What follows belongs to an exercise in optimizing a design on an open flow for small area, a short achievable clock period and few clock cycles per item; a production flow would make more cautious choices. Only simulation tests tie the RTL to the original design; equivalence was not proved. Power is estimated from default activity; no workload was simulated.

== exp/violet ==
// moesi_cache_top
module moesi_cache_top
(
  input  logic  clk,
  input  logic  rst_n,
  input  logic  cpu_read_req,
  input  cache_pkg::addr_t cpu_read_addr,
  output logic  cpu_read_ack,
  output cache_pkg::data_t cpu_read_data,
  input  logic  cpu_write_req,
  input  cache_pkg::addr_t cpu_write_addr,
  input  cache_pkg::data_t cpu_write_data,
  output logic  cpu_write_ack,
  output logic  read_s,
  output logic  read_ex,
  output cache_pkg::addr_t cache_req_addr,
  output logic  write_back,
  output cache_pkg::tag_t  wb_tag,
  output cache_pkg::data_t wb_data,
  input  logic  read_s_ack,
  input  logic  read_ex_ack,
  input  cache_pkg::data_t mem_data,
  input  logic  shared,
  input  logic  inv_req,
  input  cache_pkg::addr_t inv_addr,
  output logic  inv_ack,
  input  logic  gets_req,
  input  cache_pkg::addr_t gets_addr,
  output logic  gets_ack,
  output cache_pkg::data_t owned_data
);
Size: ~3500 cells after synthesis, roughly 1700 flip-flops, ~100 I/O pins.
export LEC_CHECK = 0
export CAP_MARGIN = 20
export CORE_MARGIN = 2
export CORE_UTILIZATION = 60
export CTS_CLUSTER_DIAMETER = 100
export CTS_CLUSTER_SIZE = 24
export SETUP_SLACK_MARGIN = 3.7
export SLEW_MARGIN = 20
create_clock -name core_clock -period 7.0 [get_ports {clk}]
run.sh (not shown) runs the stock make flow with config.mk's settings and CLKGATE_MAP_FILE= SYNTH_SCRIPT=/design/flow/synth_recipe.tcl, a recipe that flattens the netlist after the stock synthesis.
Per the final summary, exp/violet finished and its layout is clean on timing, DRC and antenna.
Testbench counts of exp/violet, summed over its fixed seeds: cycles 84,376, items 24,000.
#### Input delta (exp/sierra over exp/violet)
# exp/violet
export LEC_CHECK = 0
export CAP_MARGIN = 20
export CORE_MARGIN = 2
export CORE_UTILIZATION = 60
export CTS_CLUSTER_DIAMETER = 100
export CTS_CLUSTER_SIZE = 24
export SETUP_SLACK_MARGIN = 3.7
export SLEW_MARGIN = 20
create_clock -name core_clock -period 7.0 [get_ports {clk}]
# exp/sierra
export LEC_CHECK = 0
export CAP_MARGIN = 20
export CORE_MARGIN = 2
export CORE_UTILIZATION = 60
export CTS_CLUSTER_DIAMETER = 100
export CTS_CLUSTER_SIZE = 20
export SETUP_SLACK_MARGIN = 3.5
export SLEW_MARGIN = 20
create_clock -name core_clock -period 7.0 [get_ports {clk}]
--- outcome ---
- On power, exp/violet beats exp/sierra.
- Between exp/sierra and exp/violet, maximum frequency is lower for exp/violet, exp/sierra comes in above that.
- exp/sierra vs exp/violet — cell area dropped slightly
- On routed metal-1 wire length, exp/sierra and exp/violet are neck and neck.
- Looking at number of buffers created by CTS, exp/sierra sits 14 higher than exp/violet does.
- Net switching component of the power: exp/sierra > exp/violet
- Final core area utilization sits lower in exp/sierra than in exp/violet.
- Proportion of power drawn by combinational gates came out lower on exp/sierra than on exp/violet.
- Global-route track usage on met1 | exp/sierra above exp/violet
- Combinational power on exp/sierra is down relative to exp/violet.
- Reported for exp/sierra and exp/violet, total grt overflow turned out identical to the last digit.
## Diff of input files: exp/delta against exp/sierra
# exp/sierra
export LEC_CHECK = 0
export CAP_MARGIN = 20
export CORE_MARGIN = 2
export CORE_UTILIZATION = 60
export CTS_CLUSTER_DIAMETER = 100
export CTS_CLUSTER_SIZE = 20
export SETUP_SLACK_MARGIN = 3.5
export SLEW_MARGIN = 20
create_clock -name core_clock -period 7.0 [get_ports {clk}]
# exp/delta
export LEC_CHECK = 0
export CAP_MARGIN = 20
export CORE_MARGIN = 2
export CORE_UTILIZATION = 60
export CTS_CLUSTER_DIAMETER = 100
export CTS_CLUSTER_SIZE = 20
export SETUP_SLACK_MARGIN = 3.8
export SLEW_MARGIN = 20
create_clock -name core_clock -period 7.0 [get_ports {clk}]
==> comparison <==
Higher utilization goes to exp/delta over exp/sierra.
Against exp/sierra, exp/delta comes in 2 higher on logic depth of the worst register-to-register path.
In the metrics for exp/delta and exp/sierra, the one carrying the lower sequential share of layout area is exp/delta.
Sequential power delta (exp/sierra -> exp/delta): insignificant
exp/delta vs exp/sierra on setup slack: exp/delta is the lower one.
For the internal power summed over all cells, exp/delta came in 1.9% higher than exp/sierra did.
[exp/delta] net switching power rose 2.1% relative to exp/sierra
exp/delta vs exp/sierra — total power rose about 2%.

-- static timing again, ports no longer ideal --
In the flow no input, the clock included, has a driving cell. The finished layouts below were timed again as built, in two steps.
Step 1, drivers: a clkbuf_16 drives clk and a buf_2 each remaining input, both assumed.
Step 2 times the ports against the registers' clock, not the clock port: input delays grow and output delays shrink by t, the midpoint of the rising clock arrivals with the driver on.
Slacks: no drivers / after step 1 / after step 2; pairs: no drivers / after step 1.
| run | t, ns | setup slack, ns | worst setup path after step 2 | worst register clock-pin slew, ns |
|---|---|---|---|---|
| exp/violet | 0.774 | 3.196 / 3.236 / 2.463 | input to register | 0.11 / 0.11 |
| exp/sierra | 0.779 | 3.412 / 3.425 / 2.673 | input to register | 0.09 / 0.09 |
| exp/delta | 0.790 | 3.398 / 3.355 / 2.565 | input to register | 0.09 / 0.09 |
After both steps every run listed still meets setup and hold. For exp/delta, which loses most, drivers alone change the setup slack by -0.043 ns; drivers and shift together by -0.833 ns.
